This design comes from an exercise in tuning for small area, a short achievable clock period and few clock cycles per item on the open sky130 flow, not from production work.
Only simulation tests tie the RTL to the original design; equivalence was not proved.
No activity file was given, so power comes from the tool's default toggle rates.

==> flow/design.v (excerpt) <==
module dmem_ctrl
#(
  parameter  int DEPTH       = 64,
  parameter  int WAIT_STATES = 0,
  localparam int ADDR_W      = $clog2(DEPTH) + 2
) (
  input  logic              clk,
  input  logic              rst_n,
  input  logic              req_valid,
  output logic              req_ready,
  input  logic              req_we,
  input  logic [2:0]        req_funct3,
  input  logic [ADDR_W-1:0] req_addr,
  input  logic [31:0]       req_wdata,
  output logic              rsp_valid,
  input  logic              rsp_ready,
  output logic [31:0]       rsp_rdata,
  output logic              rsp_err
);
  logic               s1_v;
  logic [7:0]         s1_hi;
  logic [7:0]         s1_hi_n;
  logic [7:0]         s1_lo;
  logic [3:0]         s1_wbe;
  logic [31:0]        s1_lane_n;
  logic               s1_zero;
  logic               s1_err;
  logic [2:0]         s1_f3;
  logic [1:0]         s1_alo;
  logic               s2_v;
  logic               s2_zero;
  logic               s2_err;
  logic [2:0]         s2_f3;
  logic [1:0]         s2_lo;
  logic [31:0]        s2_raw;
  logic               s3_v;
  logic               s3_err;
  logic [31:0]        s3_rdata;
  logic               sk_v;
  logic               sk_err;
  logic [31:0]        sk_rdata;
  logic               r_ready;
  logic [31:0]        r_mem_n [0:DEPTH-1];    
  logic               w_take;
  logic               w_accept;
  logic               w_s1_move;
  logic               w_s1_load;
  logic               w_s2_move;
  logic               w_s3_load;
  logic               w_sk_load;
  logic               w_s1_v_nxt;
  logic               w_s2_v_nxt;
  logic               w_s3_v_nxt;
  logic               w_sk_v_nxt;
  logic [3:0]         w_byte_en;
  logic [31:0]        w_wdata_lane;
  logic               w_err;
  logic [31:0]        w_rd;
  logic [31:0]        w_rdata_ext;
  assign req_ready = r_ready;
  assign rsp_valid = s3_v;
  assign rsp_rdata = s3_rdata;
  assign rsp_err   = s3_err;
  assign w_take    = s3_v && rsp_ready;
  assign w_accept  = req_valid && r_ready;
  assign w_s2_move = s2_v && !(s3_v && sk_v && !w_take);
  assign w_s1_move = s1_v && (!s2_v || w_s2_move);
  ...
Settings: LEC_CHECK=0, CAP_MARGIN=20, CORE_MARGIN=2, CORE_UTILIZATION=70, CTS_CLUSTER_DIAMETER=80, CTS_CLUSTER_SIZE=25, SETUP_SLACK_MARGIN=2.8, SLEW_MARGIN=20, SYNTH_HIERARCHICAL=1; clock period 5.0 ns.
standard.sh (not shown) runs the stock make flow with config.mk's settings and CLKGATE_MAP_FILE= SYNTH_SCRIPT=/design/flow/synth_recipe.tcl, a recipe that flattens the netlist after the stock synthesis.
==> flow/flow/run.sh <==
#!/bin/bash
# Own layout flow: the standard flow (standard.sh), unchanged, except that
# - after the standard synthesis, flow/upsize.tcl gives the storage array's
#   write-enable and word-select gates a larger drive strength (same
#   logic), and
# - the delay cells (clkdlybuf4s*, dlygate4sd*, dlymetal6s*) are added to the
#   platform's don't-use list, so port buffering and timing repair use plain
#   buffers instead of slow delay cells.
# Every port still gets a buffer; synthesis is run first, on its own, exactly
# as standard.sh does it.
set -euo pipefail
bash standard.sh synth > synth.log 2>&1
SYNTH_ODB=orfs/results/sky130hd/dmem_ctrl/base/1_synth.odb \
  openroad -no_init -exit flow/upsize.tcl > upsize.log 2>&1
# the platform's own don't-use list (platforms/sky130hd/config.mk) ...
DU="sky130_fd_sc_hd__probe_p_8 sky130_fd_sc_hd__probec_p_8 sky130_fd_sc_hd__lpflow_bleeder_1 sky130_fd_sc_hd__lpflow_clkbufkapwr_1 sky130_fd_sc_hd__lpflow_clkbufkapwr_16 sky130_fd_sc_hd__lpflow_clkbufkapwr_2 sky130_fd_sc_hd__lpflow_clkbufkapwr_4 sky130_fd_sc_hd__lpflow_clkbufkapwr_8 sky130_fd_sc_hd__lpflow_clkinvkapwr_1 sky130_fd_sc_hd__lpflow_clkinvkapwr_16 sky130_fd_sc_hd__lpflow_clkinvkapwr_2 sky130_fd_sc_hd__lpflow_clkinvkapwr_4 sky130_fd_sc_hd__lpflow_clkinvkapwr_8 sky130_fd_sc_hd__lpflow_decapkapwr_12 sky130_fd_sc_hd__lpflow_decapkapwr_3 sky130_fd_sc_hd__lpflow_decapkapwr_4 sky130_fd_sc_hd__lpflow_decapkapwr_6 sky130_fd_sc_hd__lpflow_decapkapwr_8 sky130_fd_sc_hd__lpflow_inputiso0n_1 sky130_fd_sc_hd__lpflow_inputiso0p_1 sky130_fd_sc_hd__lpflow_inputiso1n_1 sky130_fd_sc_hd__lpflow_inputiso1p_1 sky130_fd_sc_hd__lpflow_inputisolatch_1 sky130_fd_sc_hd__lpflow_isobufsrc_1 sky130_fd_sc_hd__lpflow_isobufsrc_16 sky130_fd_sc_hd__lpflow_isobufsrc_2 sky130_fd_sc_hd__lpflow_isobufsrc_4 sky130_fd_sc_hd__lpflow_isobufsrc_8 sky130_fd_sc_hd__lpflow_isobufsrckapwr_16 sky130_fd_sc_hd__lpflow_lsbuf_lh_hl_isowell_tap_1 sky130_fd_sc_hd__lpflow_lsbuf_lh_hl_isowell_tap_2 sky130_fd_sc_hd__lpflow_lsbuf_lh_hl_isowell_tap_4 sky130_fd_sc_hd__lpflow_lsbuf_lh_isowell_4 sky130_fd_sc_hd__lpflow_lsbuf_lh_isowell_tap_1 sky130_fd_sc_hd__lpflow_lsbuf_lh_isowell_tap_2 sky130_fd_sc_hd__lpflow_lsbuf_lh_isowell_tap_4 "
# ... plus the delay cells
DU="$DU sky130_fd_sc_hd__clkdlybuf4s15_1 sky130_fd_sc_hd__clkdlybuf4s15_2"
DU="$DU sky130_fd_sc_hd__clkdlybuf4s18_1 sky130_fd_sc_hd__clkdlybuf4s18_2"
DU="$DU sky130_fd_sc_hd__clkdlybuf4s25_1 sky130_fd_sc_hd__clkdlybuf4s25_2"
DU="$DU sky130_fd_sc_hd__clkdlybuf4s50_1 sky130_fd_sc_hd__clkdlybuf4s50_2"
DU="$DU sky130_fd_sc_hd__dlygate4sd1_1 sky130_fd_sc_hd__dlygate4sd2_1 sky130_fd_sc_hd__dlygate4sd3_1"
DU="$DU sky130_fd_sc_hd__dlymetal6s2s_1 sky130_fd_sc_hd__dlymetal6s4s_1 sky130_fd_sc_hd__dlymetal6s6s_1"
bash standard.sh "DONT_USE_CELLS=$DU" finish > layout.log 2>&1
Other scripts of this flow, unchanged in this note and not shown: flow/flow/upsize.tcl
The first run finished with timing, DRC and antenna clean.
Testbench counts at the start, summed over its fixed seeds: cycles 16,024, items 16,000.
Then changed:
--- a/flow/config.mk
+++ b/flow/config.mk
@@ -9,6 +9,6 @@
 export CORE_MARGIN = 2
-export CORE_UTILIZATION = 70
+export CORE_UTILIZATION = 76
 export CTS_CLUSTER_DIAMETER = 80
 export CTS_CLUSTER_SIZE = 25
-export SETUP_SLACK_MARGIN = 2.8
+export SETUP_SLACK_MARGIN = 2.7
 export SLEW_MARGIN = 20
=>
- The new run finished clean
- count of clock-buffer cells in the layout rises by 23
- setup slack loses 0.019 ns
- synthesized area stays the same
- first-iteration DRC count climbs by 13%
- final cell count goes down by 2.3%
- routed wire length shrinks by 1.2%
- power decreases by 0.65%
Then changed:
--- a/flow/config.mk
+++ b/flow/config.mk
@@ -9,6 +9,6 @@
 export CORE_MARGIN = 2
-export CORE_UTILIZATION = 76
+export CORE_UTILIZATION = 70
 export CTS_CLUSTER_DIAMETER = 80
 export CTS_CLUSTER_SIZE = 25
-export SETUP_SLACK_MARGIN = 2.7
+export SETUP_SLACK_MARGIN = 2.6
 export SLEW_MARGIN = 20
=> Sequential power barely changes; worst setup slack hardly moves; final area hardly moves; sequential share of layout area goes up by 0.18 points; routed wire length goes up by 0.35%; worst hold slack gains 0.032 ns; critical path depth stays the same; utilization goes down by 7.4 points; total power goes down by 0.32%; area after synthesis is unchanged.

## separate check: timing with driven ports
Ports are ideal in the flow. The routed layouts listed here were re-timed in OpenROAD. Step 1 assumes that a clkbuf_16 drives the clock port and a buf_2 every other input. Step 2 moves the port delays by t, midway between the first and last clock arrival at a register: inputs arrive t later, outputs are due t later. That takes back most of the time a late clock gives input paths. a / b / c = no drivers / after step 1 / after step 2; a / b = the first two.
run | shift t [ns] | setup slack, ns | worst hold slack (ns) | worst setup path after step 2 | cell pins on the clock port's net
the first run | 0.791 | 2.594 / 2.514 / 2.226 | 0.419 / 0.423 / 0.429 | input to register | 1
the second run | 0.799 | 2.574 / 2.496 / 2.053 | 0.339 / 0.293 / 0.430 | input to register | 1
the third run | 0.807 | 2.575 / 2.499 / 2.112 | 0.371 / 0.412 / 0.412 | input to register | 1
After both steps setup and hold are still met in every run listed. For the second run, which loses most, drivers alone change the setup slack by -0.078 ns; drivers and shift together by -0.521 ns.
